What follows belongs to an exercise in optimizing a design on an open flow for small area, a short achievable clock period and few clock cycles; a production flow would make more cautious choices.
Where RTL was checked, it was by simulation tests only, not by an equivalence proof against the original.
Power and IR drop assume default switching activity.

== v36 ==
// servo_pwm_channel_generator
module servo_pwm_channel_generator
(
    input  logic                             clk,
    input  logic                             rst_n,
    input  logic                             req_valid,
    output logic                             req_ready,
    input  logic [spg_pkg::ACTION_W-1:0]     req_action,
    input  logic [spg_pkg::CH_W-1:0]         req_channel,
    input  logic [spg_pkg::PULSE_W-1:0]      req_pulse_us,
    output logic                             rsp_valid,
    input  logic                             rsp_ready,
    output logic [spg_pkg::FREQ_W-1:0]       rsp_readback_us,
    output logic [spg_pkg::FREQ_W-1:0]       rsp_group_freq_hz,
    output logic [spg_pkg::PIN_W-1:0]        rsp_pin_levels,
    output logic                             rsp_channel_valid,
    input  logic                             cfg_valid,
    output logic                             cfg_ready,
    input  logic [spg_pkg::REG_IDX_W-1:0]    cfg_index,
    input  logic [spg_pkg::CFG_DATA_W-1:0]   cfg_data
);
    logic [spg_pkg::CLAMP_W-1:0]                          min_pulse;
  ...
clock: 7.0 ns
lec_check: 0
abc_clock_period_in_ps: 4000
cap_margin: 20
core_margin: 2
core_utilization: 65
place_density: 0.75
setup_slack_margin: 3.0
slew_margin: 20
run.sh (not shown) runs the stock make flow with config.mk's settings and CLKGATE_MAP_FILE= SYNTH_SCRIPT=/design/flow/synth_recipe.tcl, a recipe that flattens the netlist after the stock synthesis.
Testbench counts of v36, summed over its fixed seeds: cycles 27,422.
Setup changes, v36 to v14
Settings: PLACE_DENSITY: 0.75 -> 0.6; SETUP_SLACK_MARGIN: 3.0 -> unset; ABC_CLOCK_PERIOD_IN_PS: 4000 -> unset; CORE_UTILIZATION: 65 -> 40.
Notes after the runs:
Wire length of the first global-routing pass (lower): v14. Higher internal power component among v36 and v14: v36. When v14 is set beside v36, its sequential fraction of design power turns out to be 4.9 points larger.
diff inputs: v14 => v58
Settings: a change of PLACE_DENSITY from 0.6 to 0.75; an added SETUP_SLACK_MARGIN of 2.0; a change of CORE_UTILIZATION from 40 to 65.
==> comparison <==
Status | v14 and v58 | clean. Between v14 and v58, the clock-buffer cell count is higher for v14. The number of post-CTS setup repair buffers number comes out lower for v14 vs v58. | setup slack of the critical path after layout | v58 vs v14 | 0.67 ns higher |. Floorplan core area, v58 vs v14: down by more than a quarter. Summary of the comparison: fill cell total of the finished layout is lower in v58, relative to v14. Sort v14 and v58 by cell count asc -> top: v58. The clock group share of total power of v58 falls short of that of v14 by 0.2 points.

---

Another version of the RTL of servo_pwm_channel_generator (not shown whole).
For scale: ~2500 cells after synthesis, roughly 500 flip-flops, about 91 I/O pins, roughly 27000 um^2 of cells after synthesis.
Settings: LEC_CHECK=0, CAP_MARGIN=20, CORE_MARGIN=2, CORE_UTILIZATION=50, CTS_BUF_LIST=sky130_fd_sc_hd__clkbuf_4 sky130_fd_sc_hd__clkbuf_8, PLACE_DENSITY=0.65, SETUP_SLACK_MARGIN=3.5, SLEW_MARGIN=20; clock period 7.0 ns.
Testbench counts at the start, summed over its fixed seeds: cycles 25,959.
Next try:
- SETUP_SLACK_MARGIN: 3.5 -> 3.7
- TNS_END_PERCENT: unset -> 20
After rerunning: Global-route usage goes up by 0.63 points. Cell area is higher by 0.39%. Routed wire length came out higher by 1.5%. Synthesized cell count stays the same. Worst setup slack gets better by 0.13 ns.
Next try:
- SETUP_SLACK_MARGIN: 3.7 -> 4.0
- TNS_END_PERCENT: 20 -> 10
=>
- The new run passed the timing, DRC and antenna checks
- via count fell by 0.61%
- clock power is about the same
- register-to-register slack stays flat
- non-clock buffer count rose by 10
- synthesized cell count is unchanged
- critical path depth came out higher by 4
- wire length drops by 2.2%
- hold slack improves by 0.038 ns

---

servo_pwm_channel_generator, a different RTL version from the one above (not shown whole).
For scale: about 500 flip-flops, about 91 I/O pins.
// servo_pwm_channel_generator
module servo_pwm_channel_generator
(
    input  logic                             clk,
    input  logic                             rst_n,
    input  logic                             req_valid,
    output logic                             req_ready,
    input  logic [spg_pkg::ACTION_W-1:0]     req_action,
    input  logic [spg_pkg::CH_W-1:0]         req_channel,
    input  logic [spg_pkg::PULSE_W-1:0]      req_pulse_us,
    output logic                             rsp_valid,
    input  logic                             rsp_ready,
    output logic [spg_pkg::FREQ_W-1:0]       rsp_readback_us,
    output logic [spg_pkg::FREQ_W-1:0]       rsp_group_freq_hz,
    output logic [spg_pkg::PIN_W-1:0]        rsp_pin_levels,
    output logic                             rsp_channel_valid,
    input  logic                             cfg_valid,
    output logic                             cfg_ready,
    input  logic [spg_pkg::REG_IDX_W-1:0]    cfg_index,
    input  logic [spg_pkg::CFG_DATA_W-1:0]   cfg_data
);
Settings: LEC_CHECK=0, CAP_MARGIN=20, CORE_MARGIN=2, CORE_UTILIZATION=50, PLACE_DENSITY=0.65, SETUP_SLACK_MARGIN=3.5, SLEW_MARGIN=20; clock period 7.0 ns.
The first run completed without violations.
Testbench counts at the start, summed over its fixed seeds: cycles 27,929.
==> next run, changes <==
Settings changed: CORE_UTILIZATION 50 to 40, PLACE_DENSITY 0.65 to 0.6, SETUP_SLACK_MARGIN 3.5 to default.
Wire length falls by a few percent.
Combinational power falls by roughly a tenth.
Worst hold slack gets better by 6.1 ps.
Worst setup slack got worse by 1300 ps.
Global-route usage falls by 7.9 points.
==> next run, changes <==
Settings changed: CORE_UTILIZATION 40 to 50, CTS_BUF_LIST from default to sky130_fd_sc_hd__clkbuf_4 sky130_fd_sc_hd__clkbuf_8, PLACE_DENSITY 0.6 to 0.65, SETUP_SLACK_MARGIN from default to 3.5.
Power drops by 1.7%.
Die area falls by 20%.
Fmax grows by 38%.
Final cell count came out lower by 2.3%.
Global-route usage went up by 8.3 points.
Sequential share of layout area decreases by 1.1 points.
Critical path depth falls by 3.
First-iteration DRC count decreases by 2.2%.

---

Another version of the RTL of servo_pwm_channel_generator (not shown whole).
Size in the first run: roughly 500 flip-flops, ~91 I/O pins.
Settings: LEC_CHECK=0, CAP_MARGIN=20, CORE_MARGIN=2, CORE_UTILIZATION=58, CTS_BUF_LIST=sky130_fd_sc_hd__clkbuf_4 sky130_fd_sc_hd__clkbuf_8, PLACE_DENSITY=0.7, SETUP_SLACK_MARGIN=3.7, SLEW_MARGIN=20, TNS_END_PERCENT=20; clock period 7.0 ns.
The starting point completed with no timing, DRC or antenna violations.
==> next run, changes <==
Settings changed: CORE_UTILIZATION 58 to 50, PLACE_DENSITY 0.7 to 0.65.
Effect: Synthesized area stays the same. Via count is lower by 0.83%. Worst setup slack barely changes. Combinational power hardly moves.
No run of this note included a check of the RTL's function; only the layout flow was run.

---

== run A ==
Another version of the RTL of servo_pwm_channel_generator (not shown whole).
Size: ~2500 cells after synthesis, ~91 I/O pins, about 27000 um^2 of cells after synthesis.
export LEC_CHECK = 0
export CAP_MARGIN = 20
export CORE_MARGIN = 2
export CORE_UTILIZATION = 50
export CTS_BUF_LIST = sky130_fd_sc_hd__clkbuf_4 sky130_fd_sc_hd__clkbuf_8
export PLACE_DENSITY = 0.65
export SETUP_SLACK_MARGIN = 3.5
export SLEW_MARGIN = 20
create_clock -name core_clock -period 7.0 [get_ports {clk}]
diff inputs: run A => run G
- CTS_BUF_LIST changed from sky130_fd_sc_hd__clkbuf_4 sky130_fd_sc_hd__clkbuf_8 to sky130_fd_sc_hd__clkbuf_4
- Re post-cts gate resize count: run G is 18 down on run A.
- Relative to run A, antenna cell count increased by 5 in run G.
- Initial antenna violation count: run A and run G compared, higher one is run A
No functional check of the RTL was part of any run of this note.

separate check: timing with driven ports:
No port has a modelled driver above. Below, the same layouts with a new extraction and two added sets of constraints.
Step 1 sets driving cells, clkbuf_16 on the clock port and buf_2 on the other inputs (assumed; they add their load-dependent delay and slew).
Step 2 times the ports against the registers' clock, not the clock port: input delays grow and output delays shrink by t, the midpoint of the rising clock arrivals with the driver on.
Three values: no drivers, after step 1, after step 2; two values: the first two.
run	t, ns	setup WS [ns]	clock arrival spread, ns	worst register clock-pin slew, ns
v36	0.666	2.354 / 2.354 / 2.354	0.016 / 0.016	0.07 / 0.07
v14	0.685	1.379 / 1.314 / 1.675	0.040 / 0.040	0.07 / 0.07
v58	0.667	2.044 / 1.983 / 1.644	0.032 / 0.032	0.07 / 0.07
the first run of note 2	0.718	3.341 / 3.358 / 2.640	0.052 / 0.053	0.07 / 0.07
the second run of note 2	0.749	3.470 / 3.460 / 2.734	0.043 / 0.044	0.08 / 0.08
the third run of note 2	0.740	3.427 / 3.446 / 2.706	0.039 / 0.040	0.06 / 0.06
the first run of note 3	0.677	3.405 / 3.433 / 2.756	0.019 / 0.020	0.07 / 0.07
the second run of note 3	0.684	2.138 / 2.181 / 1.497	0.028 / 0.028	0.07 / 0.07
the third run of note 3	0.746	3.466 / 3.426 / 2.759	0.036 / 0.035	0.07 / 0.07
the first run of note 4	0.734	3.428 / 3.380 / 2.785	0.046 / 0.046	0.07 / 0.07
the second run of note 4	0.734	3.426 / 3.382 / 2.747	0.031 / 0.031	0.07 / 0.07
run A	0.752	3.129 / 3.129 / 2.481	0.052 / 0.053	0.08 / 0.08
run G	1.057	3.143 / 3.143 / 2.420	0.063 / 0.064	0.08 / 0.08
After both steps setup and hold are still met in every run listed. For the second run of note 2, which loses most, drivers alone change the setup slack by -0.010 ns; drivers and shift together by -0.736 ns.
